Context: an optimization exercise on an open-source flow, tuned for small area. The choices shown serve that exercise and are no tape-out recipe. In this exercise RTL edits were held to simulation tests only and were not proved equivalent to the original. Power is estimated from default activity; no workload was simulated.

$ cat config.mk
export PLATFORM = sky130hd
export DESIGN_NAME = fsmc_regs_top
export DESIGN_NICKNAME = fsmc_regs_top
export VERILOG_FILES = /design/flow/design.v
export SDC_FILE = /design/flow/constraint.sdc
export NUM_CORES = 4
export LEC_CHECK = 0
export CAP_MARGIN = 20
export CORE_MARGIN = 2
export CORE_UTILIZATION = 75
export SLEW_MARGIN = 20
export SYNTH_HIERARCHICAL = 1
$ cat constraint.sdc
create_clock -name core_clock -period 5.0 [get_ports {clk}]
set_input_delay 1.0000 -clock core_clock [delete_from_list [all_inputs] [get_ports {clk}]]
set_output_delay 1.0000 -clock core_clock [all_outputs]
set_load 0.01 [all_outputs]
$ cat design.v
`timescale 1ns/1ps
module fsmc_regs_top (
    input  logic                      clk,
    input  logic                      rst_n,
    input  logic                      nadv,
    input  logic                      nwe,
    input  logic                      noe,
    input  logic [18-1:0] ad_bus,
    output logic [18-1:0] ad_drive,
    output logic                      ad_drive_en
);
    localparam int dw    = 16;
    localparam int len   = 7;        
    localparam int rings = 10;
    logic          nadv_s, nwe_s;    
    logic [3:0]    noe_hist;         
    logic          en_q;
    logic [2:0]    phase;            
    logic          clr;              
    logic [5:0]    addr_q;           
    logic [5:0]    waddr_q;          
    logic [dw-1:0] wdata_q;          
    logic          wpend;
    logic [dw-1:0] rdata_q;
    logic          wr_end;
    logic [rings-1:0] wsel;          
    logic [dw-1:0] tap [rings];
    logic [dw-1:0] head [rings];     
    logic [dw-1:0] rword;
    logic [rings-1:0] rsel;
    logic [2:0]    phase_p;          
    logic          rhit;
    logic          en_d, cap;
    function automatic logic [rings-1:0] at_tap(input logic [5:0] k, input logic [2:0] ph);
        at_tap = '0;
        if (k[2:0] != 3'd7)
            at_tap[k[5:3]] = (ph == k[2:0]);
        else if (k[5:3] != 3'd7)
            at_tap[8] = (ph == k[5:3]);
        else
            at_tap[9] = 1'b1;
    endfunction
    always_ff @(posedge clk or negedge rst_n) begin
        if (!rst_n) begin
            nadv_s   <= 1'b1;
            nwe_s    <= 1'b1;
            noe_hist <= '0;
            en_q     <= 1'b0;
        end else begin
            nadv_s   <= nadv;
            nwe_s    <= nwe;
            noe_hist <= {noe_hist[2:0], ~noe};
            en_q     <= en_d;
        end
    end
    always_ff @(posedge clk) begin
        if (!nadv)
            addr_q <= {ad_bus[17:16], ad_bus[3:0]};
    end
    always_ff @(posedge clk or negedge rst_n) begin
        if (!rst_n) begin
            phase <= '0;
            clr   <= 1'b1;
        end else begin
            phase <= (phase == 3'(len - 1)) ? '0 : phase + 1'b1;
            if (phase == 3'(len - 1))
                clr <= 1'b0;
        end
    end
    assign wr_end = nwe && !nwe_s;
    assign wsel   = wpend ? at_tap(waddr_q, phase) : '0;
    always_ff @(posedge clk) begin
        if (wr_end)
            waddr_q <= addr_q;
    end
    always_ff @(posedge clk or negedge rst_n) begin
        if (!rst_n) begin
            wdata_q <= '0;    
            wpend   <= 1'b0;
        end else begin
            if (wr_end)
                wdata_q <= ad_bus[dw-1:0];
            wpend <= wr_end || (wpend && !(|wsel));
        end
    end
    for (genvar r = 0; r < rings; r++) begin : g_ring
        localparam int n = (r == rings - 1) ? 1 : len;
        logic [n*dw-1:0] q;
        logic            we;
        assign we      = clr || wsel[r];
        assign tap[r]  = we ? wdata_q : q[n*dw-1 -: dw];
        assign head[r] = q[dw-1:0];
        always_ff @(posedge clk) begin
            if (n == 1)
                q <= tap[r];
            else
                q <= {q[n*dw-dw-1:0], tap[r]};
        end
    end
    assign phase_p = (phase == 3'd0) ? 3'(len - 1) : phase - 1'b1;
    assign rhit    = |at_tap(addr_q, phase_p);
    fsmc_ring_sel ring_sel_i (
        .k   (addr_q),
        .sel (rsel)
    );
    fsmc_word_mux word_mux_i (
        .sel   (rsel),
        .words ({head[9], head[8], head[7], head[6], head[5], head[4], head[3], head[2], head[1], head[0]}),
        .word  (rword)
    );
    assign en_d = |noe_hist[3:1];
    assign cap  = rhit && !(en_d && !nadv_s);
    always_ff @(posedge clk) begin
        if (cap)
            rdata_q <= rword;
    end
    assign ad_drive    = {2'b00, rdata_q};
    assign ad_drive_en = en_q;
endmodule
module fsmc_ring_sel (
    input  logic [5:0] k,
    output logic [9:0] sel
);
    always_comb begin
        sel = '0;
        if (k[2:0] != 3'd7)
            sel[k[5:3]] = 1'b1;
        else if (k[5:3] != 3'd7)
            sel[8] = 1'b1;
        else
            sel[9] = 1'b1;
    end
endmodule
module fsmc_word_mux (
    input  logic [9:0]       sel,
    input  logic [10*16-1:0] words,
    output logic [15:0]      word
);
    for (genvar i = 0; i < 16; i++) begin : g_bit
        logic [2:0] g;
        for (genvar j = 0; j < 3; j++) begin : g_grp
            fsmc_aoi222 aoi (
                .a1 (sel[3*j]),   .a2 (words[(3*j)*16 + i]),
                .b1 (sel[3*j+1]), .b2 (words[(3*j+1)*16 + i]),
                .c1 (sel[3*j+2]), .c2 (words[(3*j+2)*16 + i]),
                .y  (g[j])
            );
        end
        fsmc_nand3_andn fin (
            .a  (g[0]),
            .b  (g[1]),
            .c  (g[2]),
            .d1 (sel[9]),
            .d2 (words[9*16 + i]),
            .y  (word[i])
        );
    end
endmodule
module fsmc_aoi222 (
    input  logic a1, a2, b1, b2, c1, c2,
    output logic y
);
    assign y = !((a1 && a2) || (b1 && b2) || (c1 && c2));
endmodule
module fsmc_nand3_andn (
    input  logic a, b, c, d1, d2,
    output logic y
);
    assign y = !(a && b && c && !(d1 && d2));
endmodule
$ cat flow/run.sh
#!/bin/bash
# The standard layout (standard.sh) with three changes:
#  - synthesis and repair may use only drive strength 1 logic cells (buffers, inverters,
#    flip-flops and clock cells are not restricted): extra_dont_use.txt is added to the
#    platform's don't-use list
#  - ports are buffered with buf_1
#  - clock tree: clkbuf_8 leaf clusters of up to 22 sinks within 70 um, no dummy loads
set -euo pipefail
PLAT=$(make -s -C "$FLOW_HOME" DESIGN_CONFIG="$FLOW_CONFIG" WORK_HOME="$PWD/orfs" print-DONT_USE_CELLS 2>/dev/null | sed -n 's/^DONT_USE_CELLS: //p')
export DU="$PLAT $(cat flow/extra_dont_use.txt)"
export BUFFER_PORTS_ARGS="-buffer_cell sky130_fd_sc_hd__buf_1"
export CTS_ARGS="-sink_clustering_enable -repair_clock_nets -sink_clustering_size 20 -sink_clustering_max_diameter 100 -buf_list sky130_fd_sc_hd__clkbuf_8 -dont_use_dummy_load"
sed 's|"\${@:-finish}"|"DONT_USE_CELLS=$DU" "${@:-finish}"|' standard.sh > standard_du.sh
grep -q 'DONT_USE_CELLS=\$DU' standard_du.sh
echo "$DU" > dont_use.log
bash standard_du.sh > standard.log 2>&1
$ cat flow/extra_dont_use.txt
sky130_fd_sc_hd__a2111o_2 sky130_fd_sc_hd__a2111o_4 sky130_fd_sc_hd__a2111oi_2 sky130_fd_sc_hd__a2111oi_4 sky130_fd_sc_hd__a211o_2 sky130_fd_sc_hd__a211o_4 sky130_fd_sc_hd__a211oi_2 sky130_fd_sc_hd__a211oi_4 sky130_fd_sc_hd__a21bo_2 sky130_fd_sc_hd__a21bo_4 sky130_fd_sc_hd__a21boi_2 sky130_fd_sc_hd__a21boi_4 sky130_fd_sc_hd__a21o_2 sky130_fd_sc_hd__a21o_4 sky130_fd_sc_hd__a21oi_2 sky130_fd_sc_hd__a21oi_4 sky130_fd_sc_hd__a221o_2 sky130_fd_sc_hd__a221o_4 sky130_fd_sc_hd__a221oi_2 sky130_fd_sc_hd__a221oi_4 sky130_fd_sc_hd__a22o_2 sky130_fd_sc_hd__a22o_4 sky130_fd_sc_hd__a22oi_2 sky130_fd_sc_hd__a22oi_4 sky130_fd_sc_hd__a2bb2o_2 sky130_fd_sc_hd__a2bb2o_4 sky130_fd_sc_hd__a2bb2oi_2 sky130_fd_sc_hd__a2bb2oi_4 sky130_fd_sc_hd__a311o_2 sky130_fd_sc_hd__a311o_4 sky130_fd_sc_hd__a311oi_2 sky130_fd_sc_hd__a311oi_4 sky130_fd_sc_hd__a31o_2 sky130_fd_sc_hd__a31o_4 sky130_fd_sc_hd__a31oi_2 sky130_fd_sc_hd__a31oi_4 sky130_fd_sc_hd__a32o_2 sky130_fd_sc_hd__a32o_4 sky130_fd_sc_hd__a32oi_2 sky130_fd_sc_hd__a32oi_4 sky130_fd_sc_hd__a41o_2 sky130_fd_sc_hd__a41o_4 sky130_fd_sc_hd__a41oi_2 sky130_fd_sc_hd__a41oi_4 sky130_fd_sc_hd__and2_2 sky130_fd_sc_hd__and2_4 sky130_fd_sc_hd__and2b_2 sky130_fd_sc_hd__and2b_4 sky130_fd_sc_hd__and3_2 sky130_fd_sc_hd__and3_4 sky130_fd_sc_hd__and3b_2 sky130_fd_sc_hd__and3b_4 sky130_fd_sc_hd__and4_2 sky130_fd_sc_hd__and4_4 sky130_fd_sc_hd__and4b_2 sky130_fd_sc_hd__and4b_4 sky130_fd_sc_hd__and4bb_2 sky130_fd_sc_hd__and4bb_4 sky130_fd_sc_hd__fa_2 sky130_fd_sc_hd__fa_4 sky130_fd_sc_hd__ha_2 sky130_fd_sc_hd__ha_4 sky130_fd_sc_hd__maj3_2 sky130_fd_sc_hd__maj3_4 sky130_fd_sc_hd__mux2_2 sky130_fd_sc_hd__mux2_4 sky130_fd_sc_hd__mux2_8 sky130_fd_sc_hd__mux2i_2 sky130_fd_sc_hd__mux2i_4 sky130_fd_sc_hd__mux4_2 sky130_fd_sc_hd__mux4_4 sky130_fd_sc_hd__nand2_2 sky130_fd_sc_hd__nand2_4 sky130_fd_sc_hd__nand2_8 sky130_fd_sc_hd__nand2b_2 sky130_fd_sc_hd__nand2b_4 sky130_fd_sc_hd__nand3_2 sky130_fd_sc_hd__nand3_4 sky130_fd_sc_hd__nand3b_2 sky130_fd_sc_hd__nand3b_4 sky130_fd_sc_hd__nand4_2 sky130_fd_sc_hd__nand4_4 sky130_fd_sc_hd__nand4b_2 sky130_fd_sc_hd__nand4b_4 sky130_fd_sc_hd__nand4bb_2 sky130_fd_sc_hd__nand4bb_4 sky130_fd_sc_hd__nor2_2 sky130_fd_sc_hd__nor2_4 sky130_fd_sc_hd__nor2_8 sky130_fd_sc_hd__nor2b_2 sky130_fd_sc_hd__nor2b_4 sky130_fd_sc_hd__nor3_2 sky130_fd_sc_hd__nor3_4 sky130_fd_sc_hd__nor3b_2 sky130_fd_sc_hd__nor3b_4 sky130_fd_sc_hd__nor4_2 sky130_fd_sc_hd__nor4_4 sky130_fd_sc_hd__nor4b_2 sky130_fd_sc_hd__nor4b_4 sky130_fd_sc_hd__nor4bb_2 sky130_fd_sc_hd__nor4bb_4 sky130_fd_sc_hd__o2111a_2 sky130_fd_sc_hd__o2111a_4 sky130_fd_sc_hd__o2111ai_2 sky130_fd_sc_hd__o2111ai_4 sky130_fd_sc_hd__o211a_2 sky130_fd_sc_hd__o211a_4 sky130_fd_sc_hd__o211ai_2 sky130_fd_sc_hd__o211ai_4 sky130_fd_sc_hd__o21a_2 sky130_fd_sc_hd__o21a_4 sky130_fd_sc_hd__o21ai_2 sky130_fd_sc_hd__o21ai_4 sky130_fd_sc_hd__o21ba_2 sky130_fd_sc_hd__o21ba_4 sky130_fd_sc_hd__o21bai_2 sky130_fd_sc_hd__o21bai_4 sky130_fd_sc_hd__o221a_2 sky130_fd_sc_hd__o221a_4 sky130_fd_sc_hd__o221ai_2 sky130_fd_sc_hd__o221ai_4 sky130_fd_sc_hd__o22a_2 sky130_fd_sc_hd__o22a_4 sky130_fd_sc_hd__o22ai_2 sky130_fd_sc_hd__o22ai_4 sky130_fd_sc_hd__o2bb2a_2 sky130_fd_sc_hd__o2bb2a_4 sky130_fd_sc_hd__o2bb2ai_2 sky130_fd_sc_hd__o2bb2ai_4 sky130_fd_sc_hd__o311a_2 sky130_fd_sc_hd__o311a_4 sky130_fd_sc_hd__o311ai_2 sky130_fd_sc_hd__o311ai_4 sky130_fd_sc_hd__o31a_2 sky130_fd_sc_hd__o31a_4 sky130_fd_sc_hd__o31ai_2 sky130_fd_sc_hd__o31ai_4 sky130_fd_sc_hd__o32a_2 sky130_fd_sc_hd__o32a_4 sky130_fd_sc_hd__o32ai_2 sky130_fd_sc_hd__o32ai_4 sky130_fd_sc_hd__o41a_2 sky130_fd_sc_hd__o41a_4 sky130_fd_sc_hd__o41ai_2 sky130_fd_sc_hd__o41ai_4 sky130_fd_sc_hd__or2_2 sky130_fd_sc_hd__or2_4 sky130_fd_sc_hd__or2b_2 sky130_fd_sc_hd__or2b_4 sky130_fd_sc_hd__or3_2 sky130_fd_sc_hd__or3_4 sky130_fd_sc_hd__or3b_2 sky130_fd_sc_hd__or3b_4 sky130_fd_sc_hd__or4_2 sky130_fd_sc_hd__or4_4 sky130_fd_sc_hd__or4b_2 sky130_fd_sc_hd__or4b_4 sky130_fd_sc_hd__or4bb_2 sky130_fd_sc_hd__or4bb_4 sky130_fd_sc_hd__sedfxbp_2 sky130_fd_sc_hd__sedfxtp_2 sky130_fd_sc_hd__sedfxtp_4 sky130_fd_sc_hd__xnor2_2 sky130_fd_sc_hd__xnor2_4 sky130_fd_sc_hd__xnor3_2 sky130_fd_sc_hd__xnor3_4 sky130_fd_sc_hd__xor2_2 sky130_fd_sc_hd__xor2_4 sky130_fd_sc_hd__xor3_2 sky130_fd_sc_hd__xor3_4
$ cat standard.sh
#!/bin/bash
# synth_recipe.tcl (not shown) runs the flow's synth.tcl, then flattens the netlist and writes it again
# the make line also repeats each setting of config.mk as NAME=value (left out here)
make -C /OpenROAD-flow-scripts/flow DESIGN_CONFIG=/design/flow/config.mk WORK_HOME=/design/flow/orfs CLKGATE_MAP_FILE= SYNTH_SCRIPT=/design/flow/synth_recipe.tcl "${@:-finish}"
==> results of run 1 <==
-- per-layer routing --
layer | vias to the layer above | routed length [um] | track usage
li1 | 5092 | - | -
met1 | 5111 | 19130 | 0.3403
met2 | 349 | 19490 | 0.3852
met3 | 97 | 2755 | 0.05227
met4 | 0 | 1419 | 0.09345
met5 | - | 0 | 0
-- modules after synthesis, one instance, submodules excluded, a selection --
module,area [um2],cells,times used
fsmc_aoi222,10.01,1,48
fsmc_nand3_andn,10.01,2,16
fsmc_regs_top,24840,1363,1
fsmc_ring_sel,166.4,25,1
-- cells by family (layout without fill, tap and decap cells) --
family	count (synthesis)	in the layout	synth area share
AO/OA/AOI/OAI	79	79	0.02684
other	1	2	0.0001462
AND/OR/NAND/NOR	79	79	0.01595
flip-flops	1080	1080	0.8659
buffers and inverters	43	132	0.01000
multiplexers	162	162	0.07109
XOR/XNOR	11	11	0.003757
adder cells (fa/ha/maj)	13	13	0.006343
-- worst max-delay path, delay by kind of cell (launching register included) --
kind | cells | cell delay [ns]
compound gates | 1 | 0.78
xor+xnor | 1 | 0.17
fa+ha+maj | 1 | 0.28
buf+inv | 2 | 0.47
flops | 1 | 0.50
mux | 1 | 0.34
simple gates | 1 | 0.21
-- cells in the final DEF, fill, tap and decap left out, types with 16 or more instances in the layout --
| cell type | count |
|---|---|
| buf_4 | 18 |
| inv_1 | 16 |
| edfxtp_1 | 44 |
| dfrtp_1 | 25 |
| mux2_1 | 161 |
| dfxtp_1 | 1008 |
| a222oi_1 | 48 |
| nand4_1 | 19 |
| buf_1 | 38 |
| nand2_1 | 19 |
| clkbuf_8 | 59 |
-- worst min path at each step --
stage	start	end
finish	g_ring[0].q[44]	g_ring[0].q[60]
global route	g_ring[0].q[44]	g_ring[0].q[60]
CTS	g_ring[0].q[44]	g_ring[0].q[60]
detailed placement	g_ring[0].q[25]	g_ring[0].q[41]
global placement	g_ring[1].q[53]	g_ring[1].q[69]
floorplan	g_ring[0].q[84]	g_ring[0].q[100]
-- stage by stage --
stage	std cells	total power [mW]	cell area (um2)	setup slack [ns]
6_report	2006	12.78	27110	2.096
3_3_place_gp	1947	9.623	26300	2.290
5_1_grt	2006	13.19	27110	1.944
3_5_place_dp	1947	9.656	26300	2.166
4_1_cts	2006	12.85	27110	2.115
2_1_floorplan	1469	9.458	25650	1.927
-- power breakdown --
group          total, mW  internal, mW  switching (mW)
Clock               3.32          1.07            2.25
Combinational      0.210        0.0821           0.128
Sequential          9.25          9.04           0.214
Total               12.8          10.2            2.59
-- layout make-up --
| cell class | instances | area, um2 |
|---|---|---|
| inverter | 16 | 60.06 |
| fill | 1716 | 6509 |
| tap | 448 | 560.5 |
| timing repair buffer | 57 | 282.8 |
| clock buffer | 59 | 812.0 |
| multi-input combinational | 346 | 3187 |
| sequential | 1080 | 22210 |
-- sequential cells by signal, summed over array words and instances, names as in the netlist --
register	flops
g_ring.q	1024
nwe_s	1
addr_q	6
wpend	1
wdata_q	16
rdata_q	16
noe_hist	4
clr	1
en_q	1
waddr_q	6
nadv_s	1
phase	3
-- synthesized netlist by cell type, drive strengths merged, types with 3 or more instances --
library cell | n | area, um2
dfxtp | 1008 | 20180
mux2 | 161 | 1813
a222oi | 48 | 480.5
edfxtp | 44 | 1321
dfrtp | 25 | 625.6
buf | 23 | 171.4
nand2 | 19 | 71.32
nand4 | 19 | 118.9
inv | 16 | 60.06
ha | 13 | 162.7
nor2 | 12 | 45.04
a21oi | 8 | 40.04
and2 | 7 | 43.79
xnor2 | 7 | 61.31
a31oi | 6 | 37.54
and3 | 5 | 31.28
clkbuf | 4 | 25.02
nor3 | 4 | 20.02
o21ai | 4 | 20.02
xor2 | 4 | 35.03
dfstp | 3 | 78.83
nand3 | 3 | 15.01
nor2b | 3 | 18.77
==> results.txt, run 1 <==
status no timing/DRC/antenna violations; Core Util, Final 0.8064; Root Driver clkbuf_8; post-DR vias/cell 5.309; worst hold slack 0.3083 ns; worst min path class reg2reg; number of DRC markers in iteration 0 1036; height of the die 188.9 um; # Post-CTS Setup Buffers 0; Die W 188.9 um; Clock Tree Buf Depth 3; Worst R2R Path Depth 7; routed vias 10.65k; effective utilization at floorplan 0.7629; Worst EP arrival 3.46 ns; die area 0.03569 mm2; RSZ-0062 raised after global routing no; boundary pin count 42; Avg Inst Size Synth 17.47 um2; setup_tns 0 ns; Clock Sinks 1080; Synth Flop Type dfxtp_1; Worst Setup SP waddr_q[3]; core area 0.03362 mm2; cts bufs inserted 59; Power Density 471.3 mW/mm2; area grow syn2layout 5.703%; number of global-route vias before repair 10.77k; Leakage 11.00 nW; skew final 0.04646 ns; post-cts hold buffer count 0; number of setup violations in the final report 0; Detail Route Antenna Nets 0; Congestion Overflow GR 0; r2r startpoint waddr_q[3]; WHS Path Cells 0; layout cells sized above 1 0.05199; wirelength, routed 42790 um; global-route wire length before repair 63780 um; Worst setup EP type register; Rows 67; worst r2r dst g_ring[5].q[6]; Synth Register Bits 1080; Least-Margin Pin Slew 1.077 ns; Relative slew margins 0.2820; Port-buffer cells 39; Clock Pin Slew Worst Setup and Hold Paths 0.12 ns; GP Congestion 0.8008; Critical Path Fanout Max 10; Yosys warnings 10; Max Slew Vio Count 0; Seq/Total Area, Yosys 0.8659; total track usage 0.2451; final hold vios 0; Remaining DRCs 0; Final HPWL DP 27180 um; startpoint types register; Max VDD drop 0.0004185 V; max cap viols 0; post-cts resize count 0; drt wl/cell 21.33 um; CP peak stage delay 0.78 ns; initial antenna violation count 0; cell count after synthesis 1468; Worst EP required 5.56 ns; Critical Path End g_ring[5].q[6]; Inserted Diodes 0; nets@finish 1596; slowest CP cell a31oi_1; Clock Latency Late Sink 0.69 ns; r2r setup slk 2.10 ns; CTS HTree Levels 2; number of synthesized flops with an enable pin 44; largest net degree at the start of global routing 29; 1st-pass router iterations 6; CTS tree built; fmax 0.3443 GHz; library cells used by synthesis 46; Setup CP Type reg2reg; synthesized area 0.02564 mm2; CP Cell Sequence inv_1 -> ha_1 -> xor2_1 -> and2_1 -> a31oi_1 -> buf_4 -> mux2_1; ys async rst share 0.02593; Final Cycle Share 0.5808; min cycle time layout 2.904 ns
==> run 2, diff against run 1 <==
--- a/design.v
+++ b/design.v
@@ -133,38 +133,12 @@
 endmodule
 module fsmc_word_mux (
-    input  logic [9:0]       sel,
+    input  logic [9:0]     sel,
     input  logic [10*16-1:0] words,
-    output logic [15:0]      word
+    output logic [15:0]    word
 );
-    for (genvar i = 0; i < 16; i++) begin : g_bit
-        logic [2:0] g;
-        for (genvar j = 0; j < 3; j++) begin : g_grp
-            fsmc_aoi222 aoi (
-                .a1 (sel[3*j]),   .a2 (words[(3*j)*16 + i]),
-                .b1 (sel[3*j+1]), .b2 (words[(3*j+1)*16 + i]),
-                .c1 (sel[3*j+2]), .c2 (words[(3*j+2)*16 + i]),
-                .y  (g[j])
-            );
-        end
-        fsmc_nand3_andn fin (
-            .a  (g[0]),
-            .b  (g[1]),
-            .c  (g[2]),
-            .d1 (sel[9]),
-            .d2 (words[9*16 + i]),
-            .y  (word[i])
-        );
+    always_comb begin
+        word = '0;
+        for (int r = 0; r < 10; r++)
+            word = word | ({16{sel[r]}} & words[r*16 +: 16]);
     end
 endmodule
-module fsmc_aoi222 (
-    input  logic a1, a2, b1, b2, c1, c2,
-    output logic y
-);
-    assign y = !((a1 && a2) || (b1 && b2) || (c1 && c2));
-endmodule
-module fsmc_nand3_andn (
-    input  logic a, b, c, d1, d2,
-    output logic y
-);
-    assign y = !(a && b && c && !(d1 && d2));
-endmodule
==> flow/run.sh (replaced) <==
#!/bin/bash
# The standard layout (standard.sh) with these changes:
#  - synthesis maps with ORFS's ABC speed script, but every &nf call relaxes the delay
#    target (-R 1000 -E 100) for area (flow/abc_area_relaxed.script); registers are mapped
#    before ABC, so they are the standard synthesis's
#  - synthesis and repair may use only drive strength 1 logic cells (buffers, inverters,
#    flip-flops and clock cells are not restricted): extra_dont_use.txt is added to the
#    platform's don't-use list
#  - ports are buffered with buf_1
#  - clock tree: clkbuf_8 leaf clusters of up to 20 sinks, no dummy loads
set -euo pipefail
PLAT=$(make -s -C "$FLOW_HOME" DESIGN_CONFIG="$FLOW_CONFIG" WORK_HOME="$PWD/orfs" print-DONT_USE_CELLS 2>/dev/null | sed -n 's/^DONT_USE_CELLS: //p')
export DU="$PLAT $(cat flow/extra_dont_use.txt)"
export BUFFER_PORTS_ARGS="-buffer_cell sky130_fd_sc_hd__buf_1"
export CTS_ARGS="-sink_clustering_enable -repair_clock_nets -sink_clustering_size 20 -sink_clustering_max_diameter 100 -buf_list sky130_fd_sc_hd__clkbuf_8 -dont_use_dummy_load"
# synthesis script: the standard flow's, with abc calls redirected to the relaxed script
{
  echo "proc abc {args} {"
  echo "  set i [lsearch \$args -script]"
  echo "  if {\$i >= 0} { lset args [expr {\$i + 1}] $PWD/flow/abc_area_relaxed.script }"
  echo "  yosys abc {*}\$args"
  echo "}"
  cat synth_recipe.tcl
} > synth_relaxed.tcl
sed -e 's|"\${@:-finish}"|"DONT_USE_CELLS=$DU" "${@:-finish}"|' \
    -e "s|SYNTH_SCRIPT=[^ ]*|SYNTH_SCRIPT=$PWD/synth_relaxed.tcl|" standard.sh > standard_mod.sh
grep -q 'DONT_USE_CELLS=\$DU' standard_mod.sh
grep -q 'synth_relaxed.tcl' standard_mod.sh
echo "$DU" > dont_use.log
bash standard_mod.sh > standard.log 2>&1
==> flow/abc_area_relaxed.script (new file) <==
&get -n
&st
&dch
&nf -R 1000 -E 100
&st
&syn2
&if -g -K 6
&synch2
&nf -R 1000 -E 100
&st
&syn2
&if -g -K 6
&synch2
&nf -R 1000 -E 100
&st
&syn2
&if -g -K 6
&synch2
&nf -R 1000 -E 100
&st
&syn2
&if -g -K 6
&synch2
&nf -R 1000 -E 100
&st
&syn2
&if -g -K 6
&synch2
&nf -R 1000 -E 100
&put
buffer -c
topo
stime -c
upsize -c
dnsize -c
==> results.txt, run 2 <==
Synth Flop Type dfxtp_1; commonest non-fill, non-tap cells in the layout 1008 x dfxtp_1, 162 x mux2_1, 59 x clkbuf_8; setup_tns 0 ns (unchanged); ranking of synthesized cells by area dfxtp_1 78%, mux2_1 7.1%, edfxtp_1 5.1%; Final HPWL DP 28190 um (+3.7%); area grow syn2layout 5.526%; Yosys top cell area share 0.7824 (-0.004466); Post-Place Cells 1965 (+0.92%); Synth Register Bits 1080 (unchanged); number of setup violations in the final report 0 (unchanged); RSZ-0062 raised after global routing no; register area 0.02221 mm2 (unchanged); DP Worst Slack 1.929 ns (-0.2362 ns); Clock Pin Slew Worst Setup and Hold Paths 0.12 ns (about the same); Non-Filler Instances 2025 (+0.95%); Yosys warnings 11 (+1); PnR worst setup slack 1.930 ns (-0.1655 ns); final hold vios 0 (unchanged); boundary pin count 42 (unchanged); number of synthesized flops with an enable pin 44 (unchanged); Remaining DRCs 0 (unchanged); largest net degree at the start of global routing 29 (unchanged); WHS Path Cells 0 (unchanged); post-cts hold buffer count 0 (unchanged); number of global-route vias before repair 11.16k (+3.7%); top-count cell post-synth dfxtp_1; Worst R2R Path Depth 7 (unchanged); Final Cycle Share 0.6139 (+0.03309); Synth area leader dfxtp_1; layout cells sized above 1 0.05453 (+0.002544); Leakage 11.04 nW (+0.35%); Die W 189.4 um (+0.28%); Fillers 1751 (+2.0%); min cycle time layout 3.070 ns (+0.1655 ns); post-DR vias/cell 5.361 (+0.99%); Congestion Overflow GR 0 (unchanged); routed vias 10.86k (+1.9%); total track usage 0.2530 (+0.007828); initial antenna violation count 1 (+1); # Post-CTS Setup Buffers 0 (unchanged); effective utilization at floorplan 0.7653 (+0.002446); top cells by count, synth 1008 x dfxtp_1, 162 x mux2_1, 48 x a22oi_1; ys async rst share 0.02593 (unchanged); Setup CP Type reg2reg; Critical Path Fanout Max 10 (unchanged); Seq/Total Area, Yosys 0.8610 (-0.004915); GP Congestion 0.8262 (+3.2%); Least-Margin Pin Slew 1.025 ns (-0.05153 ns); startpoint types register; Biggest register g_ring.q; Inserted Diodes 0 (unchanged); global-route wire length before repair 66010 um (+3.5%); nets@finish 1615 (+1.2%); Avg Inst Size Synth 17.17 um2 (-1.7%); Clock Latency Late Sink 0.67 ns (-0.02 ns); Power Density 470.4 mW/mm2 (-0.19%); Clock Sinks 1080 (unchanged); Multi-input gate area 0.003262 mm2 (+2.4%); Relative slew margins 0.3164 (+0.03435); Worst setup EP type register; Rows 67 (unchanged); max FFs per register 1024 (unchanged); height of the die 189.4 um (+0.28%); skew final 0.03314 ns (-0.01332 ns); status no timing/DRC/antenna violations; worst min path class reg2reg; drt wl/cell 21.65 um (+1.5%); Worst EP required 5.36 ns (-0.20 ns); CTS HTree Levels 2 (unchanged); die area 0.03589 mm2 (+0.56%); library cells used by synthesis 40 (-13%); Max VDD drop 0.0003702 V (-12%); cts bufs inserted 59 (unchanged); synthesized area 0.02579 mm2 (+0.57%); core area 0.03370 mm2 (+0.25%); Detail Route Antenna Nets 0 (unchanged); commonest non-fill, non-tap cell in the layout dfxtp_1; max cap viols 0 (unchanged); Port-buffer cells 39 (unchanged); 1st-pass router iterations 5 (-1); cell count after synthesis 1502 (+2.3%); number of DRC markers in iteration 0 760 (-27%); Root Driver clkbuf_8; Worst EP arrival 3.43 ns (-0.03 ns); post-cts resize count 0 (unchanged); CTS tree built; Max Slew Vio Count 0 (unchanged); fmax 0.3258 GHz (-5.4%); Clock Tree Buf Depth 3 (unchanged); wirelength, routed 43850 um (+2.5%); Top Registers g_ring.q x1024, rdata_q x16, wdata_q x16
run 2: cell types whose count changed after synthesis, sizes merged, moves of 3 or more:
cell,previous run,this run
buf,23,27
a222oi,48,0
a221oi,1,17
and3,5,2
clkbuf,4,20
nand2,19,8
a22oi,1,48
nor3,4,7
a22o,0,16
run 2: stage by stage:
step	total power [mW]	instance area (um2)	util	hold WS, ns
2_1_floorplan	9.466	25790	-	0.3096
3_3_place_gp	9.629	26390	0.7831	0.3096
3_5_place_dp	9.660	26400	0.7833	0.3121
4_1_cts	12.87	27210	0.8074	0.3044
5_1_grt	13.22	27220	0.8076	0.3134
6_report	12.80	27220	0.8076	0.3034
run 2: area by class of cell:
| class | instances | area share |
|---|---|---|
| inverter | 15 | 0.002069 |
| timing repair buffer | 62 | 0.01177 |
| tap | 448 | 0.02060 |
| sequential | 1080 | 0.8159 |
| multi-input combinational | 361 | 0.1199 |
| clock buffer | 59 | 0.02984 |
run 2: worst paths after layout:
kind	from	endpoint	slack [ns]
hold reg to reg	g_ring[8].q[93]	g_ring[8].q[109]	0.30
min in group asynchronous	rst_n	wdata_q[13]	0.42
max in group asynchronous	rst_n	wdata_q[2]	3.99
hold / removal	g_ring[8].q[93]	g_ring[8].q[109]	0.30
setup / recovery	phase[0]	rdata_q[1]	1.93
setup reg to reg	phase[0]	rdata_q[1]	1.93
run 2: power breakdown:
group          switching, mW  internal, mW  leakage, nW
clock                   2.27          1.06        0.424
combinational          0.129        0.0830         1.71
sequential             0.219          9.04         8.90
total                   2.62          10.2         11.0
run 2: cells by family after synthesis:
group,synth area share
AND/OR/NAND/NOR,0.01412
buffers and inverters,0.01271
other,0.0001454
adder cells (fa/ha/maj),0.006307
flip-flops,0.8610
XOR/XNOR,0.004075
AO/OA/AOI/OAI,0.03095
multiplexers,0.07073
run 2: per-module statistics from Yosys (local to each module, per instance):
module / area [um2] / cells inside / flops+latches
fsmc_regs_top: 24770 / 1362 / 1080
fsmc_word_mux: 858.3 / 116 / 0
fsmc_ring_sel: 160.2 / 24 / 0
run 2: critical path, cell delays in order, from the launching register on:
cell      delay, ns
dfrtp_1        0.53
inv_1          0.14
ha_1           0.23
a21oi_1        0.28
xor2_1         0.11
or4_1          0.48
a221oi_1       0.63
buf_4          0.37
run 2: routing by layer:
layer / routed length, um / track usage / share of wire
met3: 2233 / 0.04300 / 0.051
met4: 1207 / 0.07841 / 0.028
met5: 0 / 0 / 0
met2: 19780 / 0.3929 / 0.45
met1: 20630 / 0.3710 / 0.47
==> run 3, diff against run 2 <==
--- a/design.v
+++ b/design.v
@@ -17,4 +17,5 @@
     logic          en_q;
     logic [2:0]    phase;            
+    logic          fb, last;
     logic          clr;              
     logic [5:0]    addr_q;           
@@ -24,5 +25,6 @@
     logic [dw-1:0] rdata_q;
     logic          wr_end;
-    logic [rings-1:0] wsel;          
+    logic          wsel;             
+    logic [rings-1:0] we;            
     logic [dw-1:0] tap [rings];
     logic [dw-1:0] head [rings];     
@@ -32,13 +34,4 @@
     logic          rhit;
     logic          en_d, cap;
-    function automatic logic [rings-1:0] at_tap(input logic [5:0] k, input logic [2:0] ph);
-        at_tap = '0;
-        if (k[2:0] != 3'd7)
-            at_tap[k[5:3]] = (ph == k[2:0]);
-        else if (k[5:3] != 3'd7)
-            at_tap[8] = (ph == k[5:3]);
-        else
-            at_tap[9] = 1'b1;
-    endfunction
     always_ff @(posedge clk or negedge rst_n) begin
         if (!rst_n) begin
@@ -58,4 +51,6 @@
             addr_q <= {ad_bus[17:16], ad_bus[3:0]};
     end
+    fsmc_xnor2 ph_fb   (.a (phase[2]), .b (phase[1]), .y (fb));
+    fsmc_nor3b ph_last (.a (phase[1]), .b (phase[0]), .c_n (phase[2]), .y (last));
     always_ff @(posedge clk or negedge rst_n) begin
         if (!rst_n) begin
@@ -63,11 +58,18 @@
             clr   <= 1'b1;
         end else begin
-            phase <= (phase == 3'(len - 1)) ? '0 : phase + 1'b1;
-            if (phase == 3'(len - 1))
+            phase <= {phase[1:0], fb};
+            if (last)
                 clr <= 1'b0;
         end
     end
     assign wr_end = nwe && !nwe_s;
-    assign wsel   = wpend ? at_tap(waddr_q, phase) : '0;
+    fsmc_write_sel write_sel_i (
+        .k     (waddr_q),
+        .ph    (phase),
+        .wpend (wpend),
+        .clr   (clr),
+        .wsel  (wsel),
+        .we    (we)
+    );
     always_ff @(posedge clk) begin
         if (wr_end)
@@ -81,5 +83,5 @@
             if (wr_end)
                 wdata_q <= ad_bus[dw-1:0];
-            wpend <= wr_end || (wpend && !(|wsel));
+            wpend <= wr_end || (wpend && !wsel);
         end
     end
@@ -87,7 +89,5 @@
         localparam int n = (r == rings - 1) ? 1 : len;
         logic [n*dw-1:0] q;
-        logic            we;
-        assign we      = clr || wsel[r];
-        assign tap[r]  = we ? wdata_q : q[n*dw-1 -: dw];
+        assign tap[r]  = we[r] ? wdata_q : q[n*dw-1 -: dw];
         assign head[r] = q[dw-1:0];
         always_ff @(posedge clk) begin
@@ -98,8 +98,10 @@
         end
     end
-    assign phase_p = (phase == 3'd0) ? 3'(len - 1) : phase - 1'b1;
-    assign rhit    = |at_tap(addr_q, phase_p);
-    fsmc_ring_sel ring_sel_i (
+    fsmc_xnor2 ph_prev (.a (phase[0]), .b (phase[2]), .y (phase_p[2]));
+    assign phase_p[1:0] = phase[2:1];
+    fsmc_read_sel read_sel_i (
         .k   (addr_q),
+        .ph  (phase_p),
+        .hit (rhit),
         .sel (rsel)
     );
@@ -118,27 +120,124 @@
     assign ad_drive_en = en_q;
 endmodule
-module fsmc_ring_sel (
+module fsmc_tap_hit (
     input  logic [5:0] k,
+    input  logic [2:0] ph,
+    output logic       hit,
+    output logic       lo7,
+    output logic       hi7
+);
+    logic [2:0] pos, x;
+    logic       eq, k63;
+    fsmc_and3 a_lo (.a (k[0]), .b (k[1]), .c (k[2]), .y (lo7));
+    fsmc_and3 a_hi (.a (k[3]), .b (k[4]), .c (k[5]), .y (hi7));
+    for (genvar i = 0; i < 3; i++) begin : g_b
+        fsmc_mux2  m (.s (lo7), .a0 (k[i]), .a1 (k[3+i]), .y (pos[i]));
+        fsmc_xnor2 e (.a (ph[i]), .b (pos[i]), .y (x[i]));
+    end
+    fsmc_and3 a_eq  (.a (x[0]), .b (x[1]), .c (x[2]), .y (eq));
+    fsmc_and2 a_63  (.a (lo7), .b (hi7), .y (k63));
+    fsmc_or2  o_hit (.a (eq), .b (k63), .y (hit));
+endmodule
+module fsmc_read_sel (
+    input  logic [5:0] k,
+    input  logic [2:0] ph,
+    output logic       hit,
     output logic [9:0] sel
 );
-    always_comb begin
-        sel = '0;
-        if (k[2:0] != 3'd7)
-            sel[k[5:3]] = 1'b1;
-        else if (k[5:3] != 3'd7)
-            sel[8] = 1'b1;
-        else
-            sel[9] = 1'b1;
-    end
-endmodule
+    logic       lo7, hi7;
+    logic [2:0] hn;
+    fsmc_tap_hit th (.k (k), .ph (ph), .hit (hit), .lo7 (lo7), .hi7 (hi7));
+    for (genvar i = 0; i < 3; i++) begin : g_n
+        fsmc_inv n (.a (k[3+i]), .y (hn[i]));
+    end
+    for (genvar r = 0; r < 8; r++) begin : g_r
+        fsmc_nor4 d (
+            .a (lo7),
+            .b (r[0] ? hn[0] : k[3]),
+            .c (r[1] ? hn[1] : k[4]),
+            .d (r[2] ? hn[2] : k[5]),
+            .y (sel[r])
+        );
+    end
+    fsmc_and2b a8 (.a_n (hi7), .b (lo7), .y (sel[8]));
+    fsmc_and2  a9 (.a (hi7), .b (lo7), .y (sel[9]));
+endmodule
+module fsmc_write_sel (
+    input  logic [5:0] k,
+    input  logic [2:0] ph,
+    input  logic       wpend,
+    input  logic       clr,
+    output logic       wsel,
+    output logic [9:0] we
+);
+    logic       hit, lo7, hi7, g, g8, g9;
+    logic [2:0] hn;
+    fsmc_tap_hit th (.k (k), .ph (ph), .hit (hit), .lo7 (lo7), .hi7 (hi7));
+    fsmc_and2  a_w (.a (wpend), .b (hit), .y (wsel));
+    fsmc_and2b a_g (.a_n (lo7), .b (wsel), .y (g));
+    for (genvar i = 0; i < 3; i++) begin : g_n
+        fsmc_inv n (.a (k[3+i]), .y (hn[i]));
+    end
+    for (genvar r = 0; r < 8; r++) begin : g_r
+        fsmc_a41o d (
+            .a1 (g),
+            .a2 (r[0] ? k[3] : hn[0]),
+            .a3 (r[1] ? k[4] : hn[1]),
+            .a4 (r[2] ? k[5] : hn[2]),
+            .b1 (clr),
+            .x  (we[r])
+        );
+    end
+    fsmc_and3b a_8 (.a_n (hi7), .b (lo7), .c (wsel), .y (g8));
+    fsmc_or2   o_8 (.a (g8), .b (clr), .y (we[8]));
+    fsmc_a31o  o_9 (.a1 (wsel), .a2 (lo7), .a3 (hi7), .b1 (clr), .x (we[9]));
+endmodule
+module fsmc_inv   (input logic a, output logic y); assign y = !a; endmodule
+module fsmc_and2  (input logic a, b, output logic y); assign y = a && b; endmodule
+module fsmc_and2b (input logic a_n, b, output logic y); assign y = !a_n && b; endmodule
+module fsmc_or2   (input logic a, b, output logic y); assign y = a || b; endmodule
+module fsmc_and3  (input logic a, b, c, output logic y); assign y = a && b && c; endmodule
+module fsmc_and3b (input logic a_n, b, c, output logic y); assign y = !a_n && b && c; endmodule
+module fsmc_nor4  (input logic a, b, c, d, output logic y); assign y = !(a || b || c || d); endmodule
+module fsmc_xnor2 (input logic a, b, output logic y); assign y = a == b; endmodule
+module fsmc_nor3b (input logic a, b, c_n, output logic y); assign y = !a && !b && c_n; endmodule
+module fsmc_mux2  (input logic s, a0, a1, output logic y); assign y = s ? a1 : a0; endmodule
+module fsmc_a41o  (input logic a1, a2, a3, a4, b1, output logic x); assign x = (a1 && a2 && a3 && a4) || b1; endmodule
+module fsmc_a31o  (input logic a1, a2, a3, b1, output logic x); assign x = (a1 && a2 && a3) || b1; endmodule
 module fsmc_word_mux (
-    input  logic [9:0]     sel,
+    input  logic [9:0]       sel,
     input  logic [10*16-1:0] words,
-    output logic [15:0]    word
-);
-    always_comb begin
-        word = '0;
-        for (int r = 0; r < 10; r++)
-            word = word | ({16{sel[r]}} & words[r*16 +: 16]);
-    end
-endmodule
+    output logic [15:0]      word
+);
+    for (genvar i = 0; i < 16; i++) begin : g_bit
+        logic [2:0] g;
+        for (genvar j = 0; j < 3; j++) begin : g_grp
+            fsmc_aoi222 aoi (
+                .a1 (sel[3*j]),   .a2 (words[(3*j)*16 + i]),
+                .b1 (sel[3*j+1]), .b2 (words[(3*j+1)*16 + i]),
+                .c1 (sel[3*j+2]), .c2 (words[(3*j+2)*16 + i]),
+                .y  (g[j])
+            );
+        end
+        fsmc_nand3_andn fin (
+            .a  (g[0]),
+            .b  (g[1]),
+            .c  (g[2]),
+            .d1 (sel[9]),
+            .d2 (words[9*16 + i]),
+            .y  (word[i])
+        );
+    end
+endmodule
+module fsmc_aoi222 (
+    input  logic a1, a2, b1, b2, c1, c2,
+    output logic y
+);
+    assign y = !((a1 && a2) || (b1 && b2) || (c1 && c2));
+endmodule
+module fsmc_nand3_andn (
+    input  logic a, b, c, d1, d2,
+    output logic y
+);
+    assign y = !(a && b && c && !(d1 && d2));
+endmodule
==> flow/run.sh (replaced) <==
#!/bin/bash
# The standard layout (standard.sh) with three changes:
#  - synthesis and repair may use only drive strength 1 logic cells (buffers, inverters,
#    flip-flops and clock cells are not restricted): extra_dont_use.txt is added to the
#    platform's don't-use list
#  - ports are buffered with buf_1
#  - clock tree: clkbuf_8 leaf clusters of up to 21 sinks within 80 um, no dummy loads
set -euo pipefail
PLAT=$(make -s -C "$FLOW_HOME" DESIGN_CONFIG="$FLOW_CONFIG" WORK_HOME="$PWD/orfs" print-DONT_USE_CELLS 2>/dev/null | sed -n 's/^DONT_USE_CELLS: //p')
export DU="$PLAT $(cat flow/extra_dont_use.txt)"
export BUFFER_PORTS_ARGS="-buffer_cell sky130_fd_sc_hd__buf_1"
export CTS_ARGS="-sink_clustering_enable -repair_clock_nets -sink_clustering_size 22 -sink_clustering_max_diameter 70 -buf_list sky130_fd_sc_hd__clkbuf_8 -dont_use_dummy_load"
sed 's|"\${@:-finish}"|"DONT_USE_CELLS=$DU" "${@:-finish}"|' standard.sh > standard_du.sh
grep -q 'DONT_USE_CELLS=\$DU' standard_du.sh
echo "$DU" > dont_use.log
bash standard_du.sh > standard.log 2>&1
removed: flow/abc_area_relaxed.script
==> results.txt, run 3 <==
effective utilization at floorplan 0.7585 (-0.006859); Port-buffer cells 39 (unchanged); Setup CP Type reg2reg; Die W 187.7 um (-0.93%); area grow syn2layout 5.592% (about the same); Worst setup EP type register; Synth Register Bits 1080 (unchanged); Least-Margin Pin Slew 1.094 ns (+0.06820 ns); Synth Flop Type dfxtp_1; Non-Filler Instances 1946 (-3.9%); min cycle time layout 3.671 ns (+0.6015 ns); startpoint types register; Clock Tree Buf Depth 3 (unchanged); xor/xnor share of the synthesized area 0.002769 (-0.001306); Compound-Gate Fraction of Synth Area 0.02309 (-0.007861); Max Slew Vio Count 0 (unchanged); post-cts resize count 0 (unchanged); skew final 0.07623 ns (+0.04309 ns); wirelength, routed 40760 um (-7.0%); Critical Path Fanout Max 10 (unchanged); number of DRC markers in iteration 0 767 (+0.92%); Core Util, Final 0.8009 (-0.006734); largest family of logic cells by synthesized area multiplexers; 1st-pass router iterations 7 (+2); GP Congestion 0.7568 (-8.4%); commonest non-fill, non-tap cells in the layout 1008 x dfxtp_1, 166 x mux2_1, 55 x clkbuf_8; worst min path class reg2reg; Avg Inst Size Synth 17.80 um2 (+3.6%); status no timing/DRC/antenna violations; Synth area leader dfxtp_1; number of global-route vias before repair 10.55k (-5.5%); Clock Latency Late Sink 0.63 ns (-0.04 ns); Yosys top cell area share 0.7974 (+0.01501); CP Cell Sequence and3_1 -> mux2_1 -> xnor2_1 -> and3_1 -> or2_1 -> and2_1 -> nor2b_1 -> a41o_1 -> buf_4 -> mux2_1; library cells used by synthesis 29 (-28%); max FFs per register 1024 (unchanged); top-count cell post-synth dfxtp_1; Remaining DRCs 0 (unchanged); ranking of synthesized cells by area dfxtp_1 80%, mux2_1 7.4%, edfxtp_1 5.2%; setup_tns 0 ns (unchanged); Inserted Diodes 0 (unchanged); Relative slew margins 0.2709 (-0.04547); slowest CP cell a41o_1; height of the die 187.7 um (-0.93%); nets@finish 1523 (-5.7%); post-synthesis adder-cell area fraction 0 (-0.006307); CTS HTree Levels 2 (unchanged); Clock Pin Slew Worst Setup and Hold Paths 0.12 ns (about the same); drt wl/cell 20.94 um (-3.3%); Final HPWL DP 24420 um (-13%); max cap viols 0 (unchanged); Clock Sinks 1080 (unchanged); Top Registers g_ring.q x1024, rdata_q x16, wdata_q x16; CTS tree built; Worst EP required 5.52 ns (+0.16 ns); number of synthesized flops with an enable pin 44 (unchanged); cell count after synthesis 1422 (-5.3%); global-route wire length before repair 61330 um (-7.1%); WHS Path Cells 0 (unchanged); fmax 0.2724 GHz (-16%); Biggest register g_ring.q; post-cts hold buffer count 0 (unchanged); CP peak stage delay 0.81 ns (+0.18 ns); Detail Route Antenna Nets 0 (unchanged); Yosys warnings 9 (-2); Congestion Overflow GR 0 (unchanged); top cells by count, synth 1008 x dfxtp_1, 166 x mux2_1, 48 x a222oi_1; Seq/Total Area, Yosys 0.8775 (+0.01652); PnR worst setup slack 1.329 ns (-0.6015 ns); ys async rst share 0.02593 (unchanged); Worst EP arrival 4.19 ns (+0.76 ns); Worst R2R Path Depth 10 (+3); Power Density 474.2 mW/mm2 (+0.80%); Leakage 10.86 nW (-1.6%); cts bufs inserted 55 (-6.8%); Max VDD drop 0.0004025 V (+8.7%); commonest non-fill, non-tap cell in the layout dfxtp_1; routed vias 10.24k (-5.7%); Rows 67 (unchanged); total track usage 0.2358 (-0.01721); Fillers 1828 (+4.4%); boundary pin count 42 (unchanged); final hold vios 0 (unchanged); Post-Place Cells 1891 (-3.8%); Root Driver clkbuf_8; Post-Synth Simple-Gate Area 0.01340 (-0.0007180); post-DR vias/cell 5.263 (-1.8%); core area 0.03336 mm2 (-0.99%); RSZ-0062 raised after global routing no; initial antenna violation count 0 (-1); # Post-CTS Setup Buffers 0 (unchanged); mux cell area share after synthesis 0.07387 (+0.003137); layout cells sized above 1 0.05207 (-0.002464); die area 0.03523 mm2 (-1.8%); number of setup violations in the final report 0 (unchanged); DP Worst Slack 1.370 ns (-0.5589 ns); total chip power 12.67 mW (-1.0%); Final Cycle Share 0.7342 (+0.1203); largest net degree at the start of global routing 29 (unchanged); synthesized area 0.02531 mm2 (-1.9%)
==> run 3: layout make-up <==
type | instances | area, um2 | share of cell area
multi-input cells | 295 | 2870 | 0.1074
clock buffers | 55 | 757.0 | 0.02833
well taps | 448 | 560.5 | 0.02098
flip-flops and latches | 1080 | 22210 | 0.8310
inverters | 10 | 37.54 | 0.001405
repair buffers | 58 | 290.3 | 0.01086
==> run 3: kinds of logic after synthesis <==
| family | Yosys count |
|---|---|
| flip-flops | 1080 |
| multiplexers | 166 |
| AND/OR/NAND/NOR | 60 |
| AO/OA/AOI/OAI | 59 |
| buffers and inverters | 48 |
| XOR/XNOR | 8 |
| other | 1 |
==> run 3: power by group <==
group / switching (mW) / internal, mW
Clock: 2.23 / 0.997
Sequential: 0.196 / 9.06
Combinational: 0.114 / 0.0760
==> run 3: stage by stage <==
| step | hold WS [ns] | instance area (um2) |
|---|---|---|
| after floorplan | 0.3096 | 25310 |
| after global placement | 0.3096 | 25960 |
| after detailed placement | 0.3121 | 25960 |
| after CTS | 0.2349 | 26720 |
| after global routing | 0.2274 | 26720 |
| final | 0.2380 | 26720 |
==> run 3: Yosys stat by module (local to each module, per instance), a selection <==
module / cell area [um2] / copies in the design
fsmc_a31o: 8.758 / 1
fsmc_xnor2: 8.758 / 8
fsmc_and3b: 8.758 / 1
fsmc_and2: 6.256 / 4
fsmc_aoi222: 10.01 / 48
fsmc_inv: 3.754 / 6
fsmc_nor3b: 7.507 / 1
==> run 3: critical path: cells and delay by family, from the launching register on <==
kind | cells | cell delay, ns
AO/OA/AOI/OAI | 1 | 0.81
XOR/XNOR | 1 | 0.17
buffers and inverters | 1 | 0.32
flip-flops | 1 | 0.36
multiplexers | 2 | 0.72
AND/OR/NAND/NOR | 5 | 1.18
==> run 3: path summary, 6_finish.rpt <==
| kind | slack (ns) | from | to |
|---|---|---|---|
| min in group asynchronous | 0.50 | rst_n | wdata_q[7] |
| setup / recovery | 1.33 | waddr_q[0] | g_ring[4].q[8] |
| hold / removal | 0.24 | g_ring[6].q[52] | g_ring[6].q[68] |
| setup reg to reg | 1.33 | waddr_q[0] | g_ring[4].q[8] |
| hold reg to reg | 0.24 | g_ring[6].q[52] | g_ring[6].q[68] |
| max in group asynchronous | 3.90 | rst_n | wdata_q[11] |
==> run 3: routing by layer <==
metal	vias to the layer above	track usage	wire [um]
met5	-	0	0
li1	4890	-	-
met3	72	0.03219	1929
met1	5043	0.3597	20170
met2	237	0.3611	17760
met4	0	0.06511	895
==> run 4, diff against run 3 <==
--- a/config.mk
+++ b/config.mk
@@ -7,4 +7,6 @@
 export LEC_CHECK = 0
 export CAP_MARGIN = 20
+export CELL_PAD_IN_SITES_DETAIL_PLACEMENT = 0
+export CELL_PAD_IN_SITES_GLOBAL_PLACEMENT = 0
 export CORE_MARGIN = 2
 export CORE_UTILIZATION = 75
==> results.txt, run 4 <==
status no timing/DRC/antenna violations; core area 0.03336 mm2 (unchanged); Final HPWL DP 24420 um (unchanged); Final Cycle Share 0.7342 (unchanged); largest net degree at the start of global routing 29 (unchanged); Port-buffer cells 39 (unchanged); fmax 0.2724 GHz (unchanged); Worst setup EP type register; 1st-pass router iterations 7 (unchanged); Power Density 474.2 mW/mm2 (unchanged); setup_tns 0 ns (unchanged); number of DRC markers in iteration 0 767 (unchanged); RSZ-0062 raised after global routing no; # Post-CTS Setup Buffers 0 (unchanged); ranking of synthesized cells by area dfxtp_1 80%, mux2_1 7.4%, edfxtp_1 5.2%; height of the die 187.7 um (unchanged); Rows 67 (unchanged); CTS HTree Levels 2 (unchanged); Critical Path Fanout Max 10 (unchanged); Worst Setup SP waddr_q[0]; Clock Pin Slew Worst Setup and Hold Paths 0.12 ns (about the same); library cells used by synthesis 29 (unchanged); Seq/Total Area, Yosys 0.8775 (unchanged); worst r2r dst g_ring[4].q[8]; Detail Route Antenna Nets 0 (unchanged); area grow syn2layout 5.592% (unchanged); effective utilization at floorplan 0.7585 (unchanged); Top Registers g_ring.q x1024, rdata_q x16, wdata_q x16; Worst R2R Path Depth 10 (unchanged); wirelength, routed 40760 um (unchanged); Clock Latency Late Sink 0.63 ns (about the same); Synth Flop Type dfxtp_1; Max VDD drop 0.0004025 V (unchanged); Die W 187.7 um (unchanged); cell count after synthesis 1422 (unchanged); Worst EP arrival 4.19 ns (about the same); max cap viols 0 (unchanged); Inserted Diodes 0 (unchanged); startpoint types register; Worst EP required 5.52 ns (about the same); number of synthesized flops with an enable pin 44 (unchanged); CTS tree built; Remaining DRCs 0 (unchanged); post-cts resize count 0 (unchanged); die area 0.03523 mm2 (unchanged); Root Driver clkbuf_8; Biggest register g_ring.q; min cycle time layout 3.671 ns (unchanged); Synth Register Bits 1080 (unchanged); max FFs per register 1024 (unchanged); Core Util, Final 0.8009 (unchanged); Leakage 10.86 nW (unchanged); skew final 0.07623 ns (unchanged); Yosys warnings 9 (unchanged); drt wl/cell 20.94 um (unchanged); total track usage 0.2358 (unchanged); global-route wire length before repair 61330 um (unchanged); layout cells sized above 1 0.05207 (unchanged); ys async rst share 0.02593 (unchanged); r2r setup slk 1.33 ns (about the same); initial antenna violation count 0 (unchanged); Avg Inst Size Synth 17.80 um2 (unchanged); number of setup violations in the final report 0 (unchanged); commonest non-fill, non-tap cell in the layout dfxtp_1; worst min path class reg2reg; number of global-route vias before repair 10.55k (unchanged); Clock Tree Buf Depth 3 (unchanged); GP Congestion 0.7568 (unchanged); Yosys top cell area share 0.7974 (unchanged); synthesized area 0.02531 mm2 (unchanged); Congestion Overflow GR 0 (unchanged); nets@finish 1523 (unchanged); top cells by count, synth 1008 x dfxtp_1, 166 x mux2_1, 48 x a222oi_1; Least-Margin Pin Slew 1.094 ns (unchanged); post-route cell area 0.02672 mm2 (unchanged); Clock Sinks 1080 (unchanged); cts bufs inserted 55 (unchanged); Fillers 1828 (unchanged); Max Slew Vio Count 0 (unchanged); Post-DP Area 0.02596 mm2 (unchanged); r2r startpoint waddr_q[0]; top-count cell post-synth dfxtp_1; Setup CP Type reg2reg; post-cts hold buffer count 0 (unchanged); commonest non-fill, non-tap cells in the layout 1008 x dfxtp_1, 166 x mux2_1, 55 x clkbuf_8; Critical Path End g_ring[4].q[8]; routed vias 10.24k (unchanged); boundary pin count 42 (unchanged); Synth area leader dfxtp_1; post-DR vias/cell 5.263 (unchanged); final hold vios 0 (unchanged); Relative slew margins 0.2709 (unchanged)
[run 4: cell counts after synthesis]
No cell type changed its count.
[run 4: worst max-delay path, cell delays in order (launching register included)]
cell	delay (ns)
edfxtp_1	0.36
and3_1	0.30
mux2_1	0.38
xnor2_1	0.17
and3_1	0.16
or2_1	0.09
and2_1	0.18
nor2b_1	0.45
a41o_1	0.81
buf_4	0.32
mux2_1	0.34
[run 4: cells by family after synthesis]
group                     after synthesis  share of synthesized area
xor gates and xnor gates                8                   0.002769
and+or+nand+nor                        60                    0.01340
other                                   1                  0.0001482
DFF                                  1080                     0.8775
AOI/OAI and AO/OA                      59                    0.02309
buffers and inverters                  48                   0.009246
muxes                                 166                    0.07387
[run 4: worst min path at each step]
| stage | to | cells past startpoint | from |
|---|---|---|---|
| 5_1_grt | g_ring[6].q[68] | 0 | g_ring[6].q[52] |
| 2_1_floorplan | g_ring[0].q[100] | 0 | g_ring[0].q[84] |
| 3_3_place_gp | g_ring[3].q[65] | 0 | g_ring[3].q[49] |
| 6_report | g_ring[6].q[68] | 0 | g_ring[6].q[52] |
| 3_5_place_dp | g_ring[0].q[108] | 0 | g_ring[0].q[92] |
| 4_1_cts | g_ring[6].q[68] | 0 | g_ring[6].q[52] |
[run 4: report_power, final]
part	internal, mW	leakage [nW]	switching, mW
sequential	9.06	8.90	0.196
combinational	0.0760	1.56	0.114
clock	0.997	0.395	2.23
total	10.1	10.9	2.54
[run 4: per-stage QoR]
step | worst slack [ns] | power, mW | hold WS [ns] | std cells
after floorplan | 1.926 | 9.468 | 0.3096 | 1423
after CTS | 1.365 | 12.75 | 0.2349 | 1946
after global placement | 1.597 | 9.609 | 0.3096 | 1891
final | 1.329 | 12.67 | 0.2380 | 1946
after detailed placement | 1.370 | 9.636 | 0.3121 | 1891
after global routing | 1.147 | 13.09 | 0.2274 | 1946
[run 4: final cells by class]
cell class                 count  area [um2]  area share
inverter                      10       37.54    0.001405
multi-input combinational    295        2870      0.1074
timing repair buffer          58       290.3     0.01086
tap                          448       560.5     0.02098
sequential                  1080       22210      0.8310
clock buffer                  55       757.0     0.02833
[run 4: modules after synthesis (local to each module, per instance), a selection]
module	times used	cells inside	cell area, um2
fsmc_or2	3	1	6.256
fsmc_aoi222	48	1	10.01
fsmc_nor3b	1	1	7.507
fsmc_regs_top	1	1288	24260
fsmc_a31o	1	1	8.758
fsmc_and2	4	1	6.256
fsmc_xnor2	8	1	8.758
fsmc_and2b	2	1	6.256
fsmc_inv	6	1	3.754
fsmc_nand3_andn	16	2	10.01
fsmc_and3	6	1	6.256
fsmc_a41o	8	1	10.01
fsmc_mux2	6	1	11.26
fsmc_and3b	1	1	8.758
fsmc_nor4	8	1	6.256
[run 4: per-layer routing]
layer	up-vias	share of wire	global-route usage	wire [um]
li1	4890	-	-	-
met3	72	0.047	0.03219	1929
met5	-	0	0	0
met2	237	0.44	0.3611	17760
met1	5043	0.49	0.3597	20170
met4	0	0.022	0.06511	895
==> run 5, diff against run 4 <==
--- a/flow/run.sh
+++ b/flow/run.sh
@@ -10,5 +10,5 @@
 export DU="$PLAT $(cat flow/extra_dont_use.txt)"
 export BUFFER_PORTS_ARGS="-buffer_cell sky130_fd_sc_hd__buf_1"
-export CTS_ARGS="-sink_clustering_enable -repair_clock_nets -sink_clustering_size 22 -sink_clustering_max_diameter 70 -buf_list sky130_fd_sc_hd__clkbuf_8 -dont_use_dummy_load"
+export CTS_ARGS="-sink_clustering_enable -repair_clock_nets -sink_clustering_size 21 -sink_clustering_max_diameter 80 -buf_list sky130_fd_sc_hd__clkbuf_8 -dont_use_dummy_load"
 sed 's|"\${@:-finish}"|"DONT_USE_CELLS=$DU" "${@:-finish}"|' standard.sh > standard_du.sh
 grep -q 'DONT_USE_CELLS=\$DU' standard_du.sh
==> results.txt, run 5 <==
status no timing/DRC/antenna violations; commonest non-fill, non-tap cells in the layout 1008 x dfxtp_1, 166 x mux2_1, 57 x clkbuf_8; CTS tree built; 1st-pass router iterations 5 (-2); Clock Pin Slew Worst Setup and Hold Paths 0.11 ns (about the same); RSZ-0062 raised after global routing no; r2r startpoint waddr_q[0]; Leakage 10.87 nW (+0.13%); Clock Tree Buf Depth 3 (unchanged); Critical Path Fanout Max 10 (unchanged); Post-Synth Simple-Gate Area 0.01340 (unchanged); wirelength, routed 41120 um (+0.89%); Remaining DRCs 0 (unchanged); Detail Route Antenna Nets 0 (unchanged); nets@finish 1525 (+0.13%); Rows 67 (unchanged); PnR worst setup slack 1.349 ns (+0.02055 ns); worst min path class reg2reg; max FFs per register 1024 (unchanged); area grow syn2layout 5.701%; layout cells sized above 1 0.05333 (+0.001264); number of global-route vias before repair 10.58k (+0.29%); min cycle time layout 3.651 ns (-0.02055 ns); Yosys warnings 9 (unchanged); Top Registers g_ring.q x1024, rdata_q x16, wdata_q x16; final hold vios 0 (unchanged); number of setup violations in the final report 0 (unchanged); routed vias 10.33k (+0.82%); Avg Inst Size Synth 17.80 um2 (unchanged); Compound-Gate Fraction of Synth Area 0.02309 (unchanged); fmax 0.2739 GHz (+0.56%); xor/xnor share of the synthesized area 0.002769 (unchanged); max cap viols 0 (unchanged); Final Cycle Share 0.7301 (-0.004110); CTS HTree Levels 2 (unchanged); Die W 187.7 um (unchanged); top-count cell post-synth dfxtp_1; Synth Register Bits 1080 (unchanged); startpoint types register; Port-buffer cells 39 (unchanged); drt wl/cell 21.11 um (+0.79%); top cells by count, synth 1008 x dfxtp_1, 166 x mux2_1, 48 x a222oi_1; core area 0.03336 mm2 (unchanged); # Post-CTS Setup Buffers 0 (unchanged); Seq/Total Area, Yosys 0.8775 (unchanged); Root Driver clkbuf_8; Least-Margin Pin Slew 1.125 ns (+0.03119 ns); die area 0.03523 mm2 (unchanged); Worst Setup SP waddr_q[0]; Synth area leader dfxtp_1; Worst EP arrival 4.22 ns (+0.03 ns); ranking of synthesized cells by area dfxtp_1 80%, mux2_1 7.4%, edfxtp_1 5.2%; largest family of logic cells by synthesized area multiplexers; Clock Sinks 1080 (unchanged); Core Util, Final 0.8017 (+0.0008250); post-DR vias/cell 5.301 (+0.72%); setup_tns 0 ns (unchanged); Clock Latency Late Sink 0.68 ns (+0.05 ns); Min-Delay Startpoint g_ring[5].q[31]; height of the die 187.7 um (unchanged); cts bufs inserted 57 (+3.6%); Relative slew margins 0.2501 (-0.02080); Synth Flop Type dfxtp_1; post-cts hold buffer count 0 (unchanged); Inserted Diodes 0 (unchanged); library cells used by synthesis 29 (unchanged); Biggest register g_ring.q; number of DRC markers in iteration 0 851 (+11%); Worst EP required 5.57 ns (+0.05 ns); initial antenna violation count 0 (unchanged); Worst setup EP type register; post-cts resize count 0 (unchanged); global-route wire length before repair 61820 um (+0.80%); Final HPWL DP 24420 um (unchanged); boundary pin count 42 (unchanged); post-synthesis adder-cell area fraction 0 (unchanged); mux cell area share after synthesis 0.07387 (unchanged); commonest non-fill, non-tap cell in the layout dfxtp_1; ys async rst share 0.02593 (unchanged); Yosys top cell area share 0.7974 (unchanged); GP Congestion 0.7568 (unchanged); synthesized area 0.02531 mm2 (unchanged); total track usage 0.2393 (+0.003520); Congestion Overflow GR 0 (unchanged); Setup CP Type reg2reg; Max VDD drop 0.0003524 V (-12%); skew final 0.04630 ns (-0.02992 ns); DP Worst Slack 1.370 ns (unchanged); number of synthesized flops with an enable pin 44 (unchanged); Max Slew Vio Count 0 (unchanged); largest net degree at the start of global routing 29 (unchanged); Power Density 476.3 mW/mm2 (+0.43%); cell count after synthesis 1422 (unchanged); effective utilization at floorplan 0.7585 (unchanged)
[run 5: cell counts after synthesis]
No cell type changed its count.
[run 5: logic make-up after synthesis]
| logic type | count (synthesis) |
|---|---|
| muxes | 166 |
| AOI/OAI and AO/OA | 59 |
| DFF | 1080 |
| other | 1 |
| buffers and inverters | 48 |
| xor gates and xnor gates | 8 |
| and+or+nand+nor | 60 |
[run 5: critical path, cell delays in order (launching register included)]
cell	delay [ns]
edfxtp_1	0.36
and3_1	0.30
mux2_1	0.38
xnor2_1	0.17
and3_1	0.16
or2_1	0.09
and2_1	0.18
nor2b_1	0.43
a41o_1	0.84
buf_4	0.32
mux2_1	0.34
[run 5: metrics by stage]
stage | instance area (um2) | power [mW] | hold WS, ns | cells
CTS | 26750 | 12.82 | 0.2766 | 1948
detailed placement | 25960 | 9.636 | 0.3121 | 1891
global route | 26750 | 13.15 | 0.2796 | 1948
global placement | 25960 | 9.609 | 0.3096 | 1891
finish | 26750 | 12.74 | 0.2784 | 1948
floorplan | 25310 | 9.468 | 0.3096 | 1423
[run 5: final timing paths]
kind                                   endpoint  slack (ns)  depth (start not counted)
worst max register to register   g_ring[4].q[8]        1.35                         10
worst min register to register  g_ring[5].q[47]        0.28                          0
min in group asynchronous           wdata_q[13]        0.45                          1
max in group asynchronous                  en_q        3.94                          1
worst min-delay path            g_ring[5].q[47]        0.28                          0
worst max-delay path             g_ring[4].q[8]        1.35                         10
[run 5: area by class of cell]
cell class	count	area [um2]
sequential	1080	22210
fill	1816	6616
multi-input combinational	295	2870
clock buffer	57	784.5
tap	448	560.5
timing repair buffer	58	290.3
inverter	10	37.54
[run 5: metal layers]
metal  vias up  global-route usage  part of all wire
li1       4903                   -                 -
met1      5087              0.3618              0.50
met2       257              0.3605              0.43
met3        79             0.03406             0.043
met4         0             0.08419             0.027
met5         -                   0                 0
[run 5: per-module statistics from Yosys, one instance, submodules excluded, a selection]
module	flops+latches	cells inside
fsmc_nand3_andn	0	2
fsmc_a31o	0	1
fsmc_and2b	0	1
fsmc_and3b	0	1
fsmc_a41o	0	1
fsmc_and3	0	1
fsmc_mux2	0	1
[run 5: report_power, final]
group / total, mW / internal [mW] / switching (mW)
combinational: 0.190 / 0.0760 / 0.114
sequential: 9.25 / 9.06 / 0.198
clock: 3.29 / 1.03 / 2.27

re-timing with driven ports:
The results above use ideal ports. As a check the final layouts listed here were re-extracted and re-timed, cells and wires unchanged. Step 1 (the two cells are an assumption about what drives the block):
set clk [get_ports {clk}]
set_driving_cell -lib_cell sky130_fd_sc_hd__clkbuf_16 $clk
set_driving_cell -lib_cell sky130_fd_sc_hd__buf_2 [delete_from_list [all_inputs] $clk]
Step 2 moves the port delays by t, midway between the first and last clock arrival at a register: inputs arrive t later, outputs are due t later. That takes back most of the time a late clock gives input paths. Three values: ideal ports, drivers, drivers and shift; two values: the first two.
run	t (ns)	setup WS [ns]	clock arrival spread, ns	slew at the worst register clock pin (ns)	worst slew at a driven data input, ns
run 1	0.716	2.096 / 2.096 / 2.096	0.048 / 0.048	0.12 / 0.12	0.04
run 2	0.709	1.930 / 1.930 / 1.930	0.037 / 0.036	0.12 / 0.12	0.04
run 3	0.649	1.329 / 1.329 / 1.329	0.090 / 0.090	0.13 / 0.13	0.05
run 4	0.649	1.329 / 1.329 / 1.329	0.090 / 0.090	0.13 / 0.13	0.05
run 5	0.707	1.349 / 1.349 / 1.349	0.052 / 0.052	0.12 / 0.12	0.04
After both steps setup and hold are still met in every run listed.
